Source: an optimization exercise on an open RTL-to-GDS flow (aim: a short achievable clock period and few clock cycles). Production flows keep margins and buffers that such runs may drop.
The RTL was checked by simulation tests, not by an equivalence proof against the original design.
Power is estimated from default activity; no workload was simulated.

`flow/run.sh`:
```
#!/bin/bash
# synth_recipe.tcl (not shown) runs the flow's synth.tcl, then flattens the netlist and writes it again
# the make line also repeats each setting of config.mk as NAME=value (left out here)
make -C /OpenROAD-flow-scripts/flow DESIGN_CONFIG=/design/flow/config.mk WORK_HOME=/design/flow/orfs CLKGATE_MAP_FILE= SYNTH_SCRIPT=/design/flow/synth_recipe.tcl finish
```
`flow/design.v`:
```
`default_nettype none
package axi_defs_pkg;
   localparam int AXI_ADDR_W     = 32;
   localparam int AXI_DATA_W     = 32;
   localparam int AXI_LEN_W      = 8;
   localparam int AXI_ID_W       = 1;
   localparam int AXI_STRB_BYTES = AXI_DATA_W / 8;
   localparam int OFFSET_W       = $clog2(AXI_STRB_BYTES);
   localparam int AXI_MAX_BEATS  = 16;
   localparam int AXI_BOUNDARY   = 4096;
   localparam int AXI_BOUNDARY_W = $clog2(AXI_BOUNDARY);
   typedef enum logic [1:0] {
      BURST_FIXED = 2'b00,
      BURST_INCR  = 2'b01,
      BURST_WRAP  = 2'b10
   } axi_burst_e;
   localparam logic [2:0] AXI_SIZE = 3'($clog2(AXI_STRB_BYTES));
endpackage
`default_nettype wire
`default_nettype none
package rd_defs_pkg;
   localparam int LEN_W      = 12;
   localparam int NUM_PORTS  = 2;
   localparam int PORT_IDX_W = $clog2(NUM_PORTS);
   localparam int WORD_CNT_W = 11;
   typedef enum logic [1:0] {
      IDLE = 2'd0,
      PLAN = 2'd1,
      ADDR = 2'd2,
      DATA = 2'd3
   } adapter_state_e;
endpackage
`default_nettype wire
`timescale 1ns/1ps
`default_nettype none
import axi_defs_pkg::*;
import rd_defs_pkg::*;
module transfer_planner (
   input  wire logic                  clk_i,
   input  wire logic                  rst_i,
   input  wire logic                  start_i,
   input  wire logic                  burst_done_i,
   input  wire logic [axi_defs_pkg::AXI_ADDR_W-1:0] addr_i,
   input  wire logic [rd_defs_pkg::LEN_W-1:0]      len_i,
   output logic      [axi_defs_pkg::AXI_ADDR_W-1:0] burst_addr_o,
   output logic      [axi_defs_pkg::AXI_LEN_W-1:0]  burst_len_o,
   output logic                       last_burst_o,
   output logic      [rd_defs_pkg::WORD_CNT_W-1:0] word_count_o
);
   logic [AXI_ADDR_W-1:0]          cur_addr_q;
   logic [WORD_CNT_W-1:0]          beats_left_q;
   logic [WORD_CNT_W-1:0]          word_cnt_q;
   logic [AXI_ADDR_W-1:0]          end_addr;
   logic [AXI_ADDR_W-OFFSET_W-1:0] start_word;
   logic [AXI_ADDR_W-OFFSET_W-1:0] end_word;
   logic [WORD_CNT_W-1:0]          start_beats;
   logic [WORD_CNT_W-1:0]          start_words;
   logic [WORD_CNT_W-1:0]          bound_beats;
   logic [WORD_CNT_W-1:0]          burst_beats;
   assign end_addr    = addr_i + AXI_ADDR_W'(len_i) - 1'b1;
   assign start_word  = addr_i[AXI_ADDR_W-1:OFFSET_W];
   assign end_word    = end_addr[AXI_ADDR_W-1:OFFSET_W];
   assign start_beats = WORD_CNT_W'(end_word - start_word + 1'b1);
   assign start_words = WORD_CNT_W'(({1'b0, len_i} + (LEN_W+1)'(AXI_STRB_BYTES - 1)) >> OFFSET_W);
   assign bound_beats =
      WORD_CNT_W'((AXI_BOUNDARY - cur_addr_q[AXI_BOUNDARY_W-1:0]) >> OFFSET_W);
   always_comb begin
      burst_beats = beats_left_q;
      if (burst_beats > WORD_CNT_W'(AXI_MAX_BEATS)) begin
         burst_beats = WORD_CNT_W'(AXI_MAX_BEATS);
      end
      if (burst_beats > bound_beats) begin
         burst_beats = bound_beats;
      end
   end
   always_ff @(posedge clk_i or posedge rst_i) begin
      if (rst_i) begin
         cur_addr_q   <= '0;
         beats_left_q <= '0;
         word_cnt_q   <= '0;
      end else if (start_i) begin
         cur_addr_q   <= {start_word, {OFFSET_W{1'b0}}};
         beats_left_q <= start_beats;
         word_cnt_q   <= start_words;
      end else if (burst_done_i) begin
         cur_addr_q   <= cur_addr_q + (AXI_ADDR_W'(burst_beats) << OFFSET_W);
         beats_left_q <= beats_left_q - burst_beats;
      end
   end
   assign burst_addr_o = cur_addr_q;
   assign burst_len_o  = AXI_LEN_W'(burst_beats - 1'b1);
   assign last_burst_o = (burst_beats == beats_left_q);
   assign word_count_o = word_cnt_q;
endmodule
`default_nettype wire
`timescale 1ns/1ps
`default_nettype none
import axi_defs_pkg::*;
module burst_aligner (
   input  wire logic                  clk_i,
   input  wire logic                  rst_i,
   input  wire logic                  start_i,
   input  wire logic [axi_defs_pkg::OFFSET_W-1:0]   offset_i,
   input  wire logic                  beat_valid_i,
   input  wire logic [axi_defs_pkg::AXI_DATA_W-1:0] beat_data_i,
   input  wire logic                  final_beat_i,
   output logic                       word_valid_o,
   output logic      [axi_defs_pkg::AXI_DATA_W-1:0] word_data_o,
   output logic                       empty_o
);
   logic [OFFSET_W-1:0]     offset_q;
   logic                    first_q;
   logic                    flush_q;
   logic [AXI_DATA_W-1:0]   carry_q;
   logic                    unaligned;
   logic [2*AXI_DATA_W-1:0] pair;
   logic [2*AXI_DATA_W-1:0] shifted;
   assign unaligned = (offset_q != '0);
   assign pair    = {flush_q ? {AXI_DATA_W{1'b0}} : beat_data_i, carry_q};
   assign shifted = pair >> {offset_q, 3'b000};
   always_ff @(posedge clk_i or posedge rst_i) begin
      if (rst_i) begin
         offset_q <= '0;
         first_q  <= 1'b0;
         flush_q  <= 1'b0;
      end else if (start_i) begin
         offset_q <= offset_i;
         first_q  <= 1'b1;
         flush_q  <= 1'b0;
      end else if (beat_valid_i) begin
         first_q <= 1'b0;
         flush_q <= final_beat_i && unaligned;
      end else begin
         flush_q <= 1'b0;
      end
   end
   always_ff @(posedge clk_i) begin
      if (beat_valid_i) begin
         carry_q <= beat_data_i;
      end
   end
   assign word_valid_o = flush_q || (beat_valid_i && !(first_q && unaligned));
   assign word_data_o  = unaligned ? shifted[AXI_DATA_W-1:0] : beat_data_i;
   assign empty_o      = !flush_q;
endmodule
`default_nettype wire
`timescale 1ns/1ps
`default_nettype none
import axi_defs_pkg::*;
import rd_defs_pkg::*;
module axi_read_adapter (
   input  wire logic                  clk_i,
   input  wire logic                  rst_i,
   input  wire logic                  req_i,
   input  wire logic [axi_defs_pkg::AXI_ADDR_W-1:0] addr_i,
   input  wire logic [rd_defs_pkg::LEN_W-1:0]      len_i,
   output logic                       ar_valid_o,
   input  wire logic                  ar_ready_i,
   output logic      [axi_defs_pkg::AXI_ADDR_W-1:0] ar_addr_o,
   output logic      [axi_defs_pkg::AXI_LEN_W-1:0]  ar_len_o,
   input  wire logic                  r_valid_i,
   input  wire logic [axi_defs_pkg::AXI_DATA_W-1:0] r_data_i,
   input  wire logic                  r_last_i,
   output logic                       r_ready_o,
   output logic                       strobe_o,
   output logic      [axi_defs_pkg::AXI_DATA_W-1:0] data_o,
   output logic                       last_o
);
   rd_defs_pkg::adapter_state_e state_q;
   logic                  start;
   logic                  beat;
   logic                  burst_done;
   logic                  last_burst;
   logic                  align_empty;
   logic                  word_valid;
   logic [WORD_CNT_W-1:0] word_count;
   logic [WORD_CNT_W-1:0] words_q;
   assign start      = (state_q == IDLE) && req_i && align_empty;
   assign beat       = r_valid_i && r_ready_o;
   assign burst_done = beat && r_last_i;
   transfer_planner u_planner (
      .clk_i       (clk_i),
      .rst_i       (rst_i),
      .start_i     (start),
      .burst_done_i(burst_done),
      .addr_i      (addr_i),
      .len_i       (len_i),
      .burst_addr_o(ar_addr_o),
      .burst_len_o (ar_len_o),
      .last_burst_o(last_burst),
      .word_count_o(word_count)
   );
   burst_aligner u_aligner (
      .clk_i       (clk_i),
      .rst_i       (rst_i),
      .start_i     (start),
      .offset_i    (addr_i[OFFSET_W-1:0]),
      .beat_valid_i(beat),
      .beat_data_i (r_data_i),
      .final_beat_i(burst_done && last_burst),
      .word_valid_o(word_valid),
      .word_data_o (data_o),
      .empty_o     (align_empty)
   );
   always_ff @(posedge clk_i or posedge rst_i) begin
      if (rst_i) begin
         state_q <= IDLE;
      end else begin
         case (state_q)
            IDLE: if (start) state_q <= PLAN;
            PLAN: state_q <= ADDR;
            ADDR: if (ar_ready_i) state_q <= DATA;
            DATA: begin
               if (burst_done) begin
                  state_q <= last_burst ? IDLE : PLAN;
               end
            end
            default: state_q <= IDLE;
         endcase
      end
   end
   always_ff @(posedge clk_i or posedge rst_i) begin
      if (rst_i) begin
         words_q <= '0;
      end else if (start) begin
         words_q <= '0;
      end else if (strobe_o) begin
         words_q <= words_q + 1'b1;
      end
   end
   assign ar_valid_o = (state_q == ADDR);
   assign r_ready_o  = (state_q == DATA);
   assign strobe_o   = word_valid && (words_q < word_count);
   assign last_o     = strobe_o && ((words_q + WORD_CNT_W'(1)) == word_count);
endmodule
`default_nettype wire
`timescale 1ns/1ps
`default_nettype none
import axi_defs_pkg::*;
import rd_defs_pkg::*;
module axi_read_arbiter (
   input  wire logic                                  clk_i,
   input  wire logic                                  rst_i,
   input  wire logic [rd_defs_pkg::NUM_PORTS-1:0]                  ar_valid_i,
   input  wire logic [rd_defs_pkg::NUM_PORTS-1:0][axi_defs_pkg::AXI_ADDR_W-1:0]  ar_addr_i,
   input  wire logic [rd_defs_pkg::NUM_PORTS-1:0][axi_defs_pkg::AXI_LEN_W-1:0]   ar_len_i,
   input  wire logic [rd_defs_pkg::NUM_PORTS-1:0]                  r_ready_i,
   output logic      [rd_defs_pkg::NUM_PORTS-1:0]                  ar_ready_o,
   output logic      [rd_defs_pkg::NUM_PORTS-1:0]                  r_valid_o,
   output logic      [rd_defs_pkg::NUM_PORTS-1:0][axi_defs_pkg::AXI_DATA_W-1:0]  r_data_o,
   output logic      [rd_defs_pkg::NUM_PORTS-1:0]                  r_last_o,
   output logic                                       axi_arvalid_o,
   input  wire logic                                  axi_arready_i,
   output logic      [axi_defs_pkg::AXI_ADDR_W-1:0]                 axi_araddr_o,
   output logic      [axi_defs_pkg::AXI_LEN_W-1:0]                  axi_arlen_o,
   output logic      [axi_defs_pkg::AXI_ID_W-1:0]                   axi_arid_o,
   output logic      [2:0]                            axi_arsize_o,
   output logic      [1:0]                            axi_arburst_o,
   input  wire logic                                  axi_rvalid_i,
   output logic                                       axi_rready_o,
   input  wire logic [axi_defs_pkg::AXI_DATA_W-1:0]                 axi_rdata_i,
   input  wire logic                                  axi_rlast_i,
   input  wire logic [axi_defs_pkg::AXI_ID_W-1:0]                   axi_rid_i
);
   logic                  owner_q;
   logic [PORT_IDX_W-1:0] grant_q;
   logic [PORT_IDX_W-1:0] prio_q;
   logic [PORT_IDX_W-1:0] pick;
   logic [PORT_IDX_W-1:0] scan_idx;
   logic                  found;
   logic [NUM_PORTS-1:0]  port_sel;
   logic                  burst_end;
   always_comb begin
      pick     = '0;
      scan_idx = '0;
      found    = 1'b0;
      for (int i = 0; i < NUM_PORTS; i++) begin
         scan_idx = PORT_IDX_W'((int'(prio_q) + i) % NUM_PORTS);
         if (!found && ar_valid_i[scan_idx]) begin
            pick  = scan_idx;
            found = 1'b1;
         end
      end
   end
   assign burst_end = axi_rvalid_i && axi_rready_o && axi_rlast_i;
   always_ff @(posedge clk_i or posedge rst_i) begin
      if (rst_i) begin
         owner_q <= 1'b0;
         grant_q <= '0;
         prio_q  <= '0;
      end else if (!owner_q) begin
         if (found) begin
            owner_q <= 1'b1;
            grant_q <= pick;
            prio_q  <= PORT_IDX_W'((int'(pick) + 1) % NUM_PORTS);
         end
      end else if (burst_end) begin
         owner_q <= 1'b0;
      end
   end
   always_comb begin
      for (int p = 0; p < NUM_PORTS; p++) begin
         port_sel[p] = owner_q && (grant_q == PORT_IDX_W'(p));
      end
   end
   assign axi_arvalid_o = owner_q && ar_valid_i[grant_q];
   assign axi_araddr_o  = ar_addr_i[grant_q];
   assign axi_arlen_o   = ar_len_i[grant_q];
   assign axi_arid_o    = AXI_ID_W'(grant_q);
   assign axi_arsize_o  = AXI_SIZE;
   assign axi_arburst_o = BURST_INCR;
   assign ar_ready_o    = port_sel & {NUM_PORTS{axi_arready_i}};
   assign axi_rready_o = owner_q && r_ready_i[grant_q];
   assign r_valid_o    = port_sel & {NUM_PORTS{axi_rvalid_i}};
   assign r_last_o     = port_sel & {NUM_PORTS{axi_rlast_i}};
   assign r_data_o     = {NUM_PORTS{axi_rdata_i}};
endmodule
`default_nettype wire
`timescale 1ns/1ps
`default_nettype none
import axi_defs_pkg::*;
import rd_defs_pkg::*;
module dual_read_frontend (
   input  wire logic                  clk_i,
   input  wire logic                  rst_i,
   input  wire logic                  rd_req_0_i,
   input  wire logic [axi_defs_pkg::AXI_ADDR_W-1:0] rd_addr_0_i,
   input  wire logic [rd_defs_pkg::LEN_W-1:0]      rd_len_0_i,
   output logic                       rd_strobe_0_o,
   output logic      [axi_defs_pkg::AXI_DATA_W-1:0] rd_data_0_o,
   output logic                       rd_last_0_o,
   input  wire logic                  rd_req_1_i,
   input  wire logic [axi_defs_pkg::AXI_ADDR_W-1:0] rd_addr_1_i,
   input  wire logic [rd_defs_pkg::LEN_W-1:0]      rd_len_1_i,
   output logic                       rd_strobe_1_o,
   output logic      [axi_defs_pkg::AXI_DATA_W-1:0] rd_data_1_o,
   output logic                       rd_last_1_o,
   output logic                       axi_arvalid_o,
   input  wire logic                  axi_arready_i,
   output logic      [axi_defs_pkg::AXI_ADDR_W-1:0] axi_araddr_o,
   output logic      [axi_defs_pkg::AXI_LEN_W-1:0]  axi_arlen_o,
   output logic      [axi_defs_pkg::AXI_ID_W-1:0]   axi_arid_o,
   output logic      [2:0]            axi_arsize_o,
   output logic      [1:0]            axi_arburst_o,
   input  wire logic                  axi_rvalid_i,
   output logic                       axi_rready_o,
   input  wire logic [axi_defs_pkg::AXI_DATA_W-1:0] axi_rdata_i,
   input  wire logic                  axi_rlast_i,
   input  wire logic [axi_defs_pkg::AXI_ID_W-1:0]   axi_rid_i
);
   wire [NUM_PORTS-1:0]                 ar_valid;
   wire [NUM_PORTS-1:0]                 ar_ready;
   wire [NUM_PORTS-1:0][AXI_ADDR_W-1:0] ar_addr;
   wire [NUM_PORTS-1:0][AXI_LEN_W-1:0]  ar_len;
   wire [NUM_PORTS-1:0]                 r_valid;
   wire [NUM_PORTS-1:0][AXI_DATA_W-1:0] r_data;
   wire [NUM_PORTS-1:0]                 r_last;
   wire [NUM_PORTS-1:0]                 r_ready;
   axi_read_adapter u_adapter_0 (
      .clk_i(clk_i),           .rst_i(rst_i),
      .req_i(rd_req_0_i),      .addr_i(rd_addr_0_i),   .len_i(rd_len_0_i),
      .ar_valid_o(ar_valid[0]), .ar_ready_i(ar_ready[0]),
      .ar_addr_o(ar_addr[0]),  .ar_len_o(ar_len[0]),
      .r_valid_i(r_valid[0]),  .r_data_i(r_data[0]),   .r_last_i(r_last[0]),
      .r_ready_o(r_ready[0]),
      .strobe_o(rd_strobe_0_o), .data_o(rd_data_0_o),  .last_o(rd_last_0_o)
   );
   axi_read_adapter u_adapter_1 (
      .clk_i(clk_i),           .rst_i(rst_i),
      .req_i(rd_req_1_i),      .addr_i(rd_addr_1_i),   .len_i(rd_len_1_i),
      .ar_valid_o(ar_valid[1]), .ar_ready_i(ar_ready[1]),
      .ar_addr_o(ar_addr[1]),  .ar_len_o(ar_len[1]),
      .r_valid_i(r_valid[1]),  .r_data_i(r_data[1]),   .r_last_i(r_last[1]),
      .r_ready_o(r_ready[1]),
      .strobe_o(rd_strobe_1_o), .data_o(rd_data_1_o),  .last_o(rd_last_1_o)
   );
   axi_read_arbiter u_arbiter (
      .clk_i        (clk_i),
      .rst_i        (rst_i),
      .ar_valid_i   (ar_valid),
      .ar_addr_i    (ar_addr),
      .ar_len_i     (ar_len),
      .r_ready_i    (r_ready),
      .ar_ready_o   (ar_ready),
      .r_valid_o    (r_valid),
      .r_data_o     (r_data),
      .r_last_o     (r_last),
      .axi_arvalid_o(axi_arvalid_o),
      .axi_arready_i(axi_arready_i),
      .axi_araddr_o (axi_araddr_o),
      .axi_arlen_o  (axi_arlen_o),
      .axi_arid_o   (axi_arid_o),
      .axi_arsize_o (axi_arsize_o),
      .axi_arburst_o(axi_arburst_o),
      .axi_rvalid_i (axi_rvalid_i),
      .axi_rready_o (axi_rready_o),
      .axi_rdata_i  (axi_rdata_i),
      .axi_rlast_i  (axi_rlast_i),
      .axi_rid_i    (axi_rid_i)
   );
endmodule
`default_nettype wire
```
`flow/constraint.sdc`:
```
create_clock -name core_clock -period 5.5 [get_ports {clk_i}]
set_input_delay 1.1000 -clock core_clock [delete_from_list [all_inputs] [get_ports {clk_i}]]
set_output_delay 1.1000 -clock core_clock [all_outputs]
set_load 0.01 [all_outputs]
```
`flow/config.mk`:
```
export PLATFORM = sky130hd
export DESIGN_NAME = dual_read_frontend
export DESIGN_NICKNAME = dual_read_frontend
export VERILOG_FILES = /design/flow/design.v
export SDC_FILE = /design/flow/constraint.sdc
export NUM_CORES = 4
export LEC_CHECK = 0
export CAP_MARGIN = 20
export CORE_MARGIN = 2
export CORE_UTILIZATION = 40
export PLACE_DENSITY = 0.6
export SLEW_MARGIN = 20
```
==> flow_summary.json <==
{
  "path_buf_inv": 5,
  "critPathMostFrequentCell": "inv_1",
  "cts_buffers": 17,
  "max_freq_mhz": 187,
  "hold_class": "flip-flop to flip-flop",
  "setup_viol": 0,
  "area_growth_pct": 24.7,
  "worst_ep_arrival_time_ps": 4240,
  "postSynthCellCount": 1995,
  "core_sq_um": 42800,
  "path_class": "flip-flop to primary output",
  "clk_pin_slew_ps": 70,
  "place_area_sq_um": 20600,
  "insertion_delay_ps": 460,
  "cp-start-kind": "flip-flop",
  "r2r_end": "u_adapter_1.u_planner.beats_left_q[10]",
  "ys_types": 84,
  "cts.sinks": 189,
  "synth.avg_cell_area_sq_um": 8.63,
  "synth_edf_count": 48,
  "initial_utilization": 0.402,
  "dieArea_sq_um": 44700,
  "worstHoldStart": "u_arbiter.prio_q",
  "place_ws_ps": -34.4,
  "gr-total-overflow": 0,
  "fin_skew_ps": 15.4,
  "critical-path-top-delay-family": "simple AND/OR/NAND/NOR gates",
  "htree_levels": 4,
  "gp_congestion": 0.894,
  "num_vias": 15300,
  "grt_pass1_wl_microns": 82500,
  "ant_nets": 0,
  "wirelength_microns": 53300,
  "yosysTopAreaCell": "dfrtp_1",
  "synthArstFlopShare": 0.746,
  "cap_violations": 0,
  "required_ps": 4400,
  "dp_hpwl_microns": 41700,
  "ff2ff_setup_slack_ps": 230,
  "design_area_sq_um": 21500,
  "grt_pass1_vias": 14700,
  "die_y_microns": 212,
  "synth_top_area_frac": 0.205,
  "hold_depth": 1,
  "powerDensity_nw_per_um2": 554,
  "nets": 2588,
  "relSlewSlack": 0.435,
  "antenna_found_initial": 8,
  "ys_top_cells_by_area": "dfrtp_1 20%, ha_1 13%, edfxtp_1 8.4%",
  "port_buffers": 235,
  "track_usage": 0.238,
  "mostFrequentLayoutCells": "228 x clkdlybuf4s50_1, 179 x inv_1, 176 x ha_1",
  "root_buffer": "clkbuf_16",
  "cts_tree": "done",
  "ios": 244,
  "worstRegToRegCells": 23,
  "layout_setup_ws_ps": 163,
  "drc": 0,
  "grt_max_degree": 89,
  "crit_path_max_incr_delay_ps": 560,
  "clk_path_buf_depth": 2,
  "power.leakage_nw": 9.23,
  "drtIter0Drc": 1090,
  "crit_fanout": 10,
  "wl_per_cell_microns": 18.8,
  "ir_worst_vdd_mv": 0.339,
  "syn-cell-area_sq_um": 17200,
  "worst_pin_slew_ps": 848,
  "setup.worst_path.end_class": "primary output",
  "rows": 76,
  "cts_hold_buf": 0,
  "period_needed_ps": 5340,
  "final_hold_viol_count": 0,
  "first_pass_iters": 5,
  "yosysWarnings": 4,
  "synthFlopType": "dfrtp_1",
  "crit_slowest_cell": "or4_4",
  "synth_seq_cells": 189,
  "reg2reg_from": "u_adapter_1.u_planner.beats_left_q[8]",
  "die_x_microns": 212,
  "layout_commonest_cell": "clkdlybuf4s50_1",
  "rsz0062_at_grt": "true",
  "maxSlewViolCount": 0,
  "crit_chain": "or4_4, nor4_4, buf_4, inv_1, ha_1, and4_1, and3_4, and4_2, a21oi_4, buf_6, inv_1, or2_2, xnor2_1, a21oi_1, dlygate4sd2_1",
  "seq_area_frac_synth": 0.289,
  "drive_gt1_frac": 0.108,
  "vias_per_cell": 5.39,
  "status": "no timing/DRC/antenna violations",
  "hold_end": "u_arbiter.prio_q",
  "fin_crit_sh": 0.970
}
## where the power goes
| group | internal (mW) | total, mW | switching, mW |
|---|---|---|---|
| clock | 0.631 | 1.24 | 0.604 |
| combinational | 3.89 | 8.20 | 4.30 |
| sequential | 1.92 | 2.46 | 0.543 |
## worst max-delay path by stage
stage / startpoint / to / slack, ps / depth (start not counted)
2_1_floorplan: u_adapter_0.u_planner.cur_addr_q[4] / axi_arlen_o[6] / 180 / 19
6_report: u_adapter_1.u_planner.beats_left_q[8] / axi_arlen_o[7] / 160 / 15
5_1_grt: u_adapter_1.u_planner.beats_left_q[8] / axi_arlen_o[6] / -10 / 19
3_5_place_dp: rd_len_0_i[2] / u_adapter_0.u_planner.beats_left_q[10] / -30 / 19
3_3_place_gp: rd_addr_0_i[2] / u_adapter_0.u_planner.beats_left_q[10] / 6 / 19
4_1_cts: u_adapter_1.u_planner.beats_left_q[7] / axi_arlen_o[5] / -100 / 14
## cell families (layout without fill, tap and decap cells)
group,after synthesis,in the layout,share of synthesized area
XOR/XNOR,203,203,0.103
buffers and inverters,278,551,0.0626
flip-flops,189,189,0.289
AND/OR/NAND/NOR,566,566,0.165
other,2,22,0.000436
adder cells (fa/ha/maj),188,188,0.140
AO/OA/AOI/OAI,483,483,0.176
multiplexers,86,86,0.0641
## area by class of cell
type                       instances  area (sq um)
antenna                            3          7.51
sequential                       189          4970
tap                              546           683
clock inverter                    11          98.8
timing repair buffer             336          3120
clock buffer                      21           472
multi-input combinational       1545         11400
inverter                         183           692
fill                            4122         21300
## through the flow
step | power [mW] | setup TNS [ps] | hold slack [ps] | utilization | cells
6_report | 11.9 | 0 | 491 | 0.502 | 2834
3_3_place_gp | 10.3 | 0 | 464 | 0.481 | 2782
3_5_place_dp | 10.4 | -34.4 | 477 | 0.481 | 2782
5_1_grt | 12.9 | -10.9 | 521 | 0.502 | 2832
2_1_floorplan | 7.47 | 0 | 451 | - | 2012
4_1_cts | 11.7 | -175 | 487 | 0.497 | 2818
## cells in the mapped netlist (19+ instances only)
cell type / count
dfrtp_1: 141
nand4_1: 19
o21ai_0: 108
xor2_1: 91
a211oi_1: 32
nand2_1: 167
nand3_1: 58
inv_1: 182
o211ai_1: 23
nor3_1: 44
mux2_2: 31
mux2i_1: 38
nor2_1: 110
xnor2_1: 112
o22ai_1: 27
o21a_1: 21
and3_1: 26
nor2b_1: 61
clkbuf_1: 74
edfxtp_1: 48
a21oi_1: 158
ha_1: 180
## layer usage
metal,global-route usage,up-vias,share of wire
li1,-,7587,-
met1,0.310,7250,0.45
met3,0.0510,70,0.060
met5,0,-,0.0013
met2,0.389,367,0.46
met4,0.0818,10,0.029
## registers in the layout, summed over array words and instances, names as in the netlist, 2 cells and up
name and cells:
u_adapter_0.state_q 2, u_adapter_0.u_aligner.carry_q 24, u_adapter_0.u_aligner.offset_q 2, u_adapter_0.u_planner.beats_left_q 11
u_adapter_0.u_planner.cur_addr_q 30, u_adapter_0.u_planner.word_cnt_q 11, u_adapter_0.words_q 11, u_adapter_1.state_q 2
u_adapter_1.u_aligner.carry_q 24, u_adapter_1.u_aligner.offset_q 2, u_adapter_1.u_planner.beats_left_q 11, u_adapter_1.u_planner.cur_addr_q 30
u_adapter_1.u_planner.word_cnt_q 11, u_adapter_1.words_q 11
## what timing repair did
| item | CTS | global route |
|---|---|---|
| resized for setup | 30 | 27 |
| setup buffers | 4 | 13 |
| setup endpoints to repair | 12 | 31 |
| gates cloned | 0 | 0 |
| pin swaps | 4 | 14 |
| endpoints found under the hold margin | 0 | 0 |
Testbench counts, summed over its fixed seeds: cycles 126,050.

-- afterwards: timing with drivers on the ports --
How much do the figures lean on ideal ports? The routed layout below was timed once more, with nothing changed but the port constraints. Step 1 (the two cells are an assumption about what drives the block):
set clk [get_ports {clk_i}]
set_driving_cell -lib_cell sky130_fd_sc_hd__clkbuf_16 $clk
set_driving_cell -lib_cell sky130_fd_sc_hd__buf_2 [delete_from_list [all_inputs] $clk]
Step 2 times the ports against the registers' clock, not the clock port: input delays grow and output delays shrink by t, the midpoint of the rising clock arrivals with the driver on. a / b / c = no drivers / after step 1 / after step 2; a / b = the first two.
t (ns): 0.506
slack for setup (ns): 0.163 / 0.108 / -0.085
worst slew at a driven data input, ns: 0.12
With both steps, setup timing fails in this run, where it was met with ideal ports. For this run, drivers alone change the setup slack by -0.055 ns; drivers and shift together by -0.248 ns.
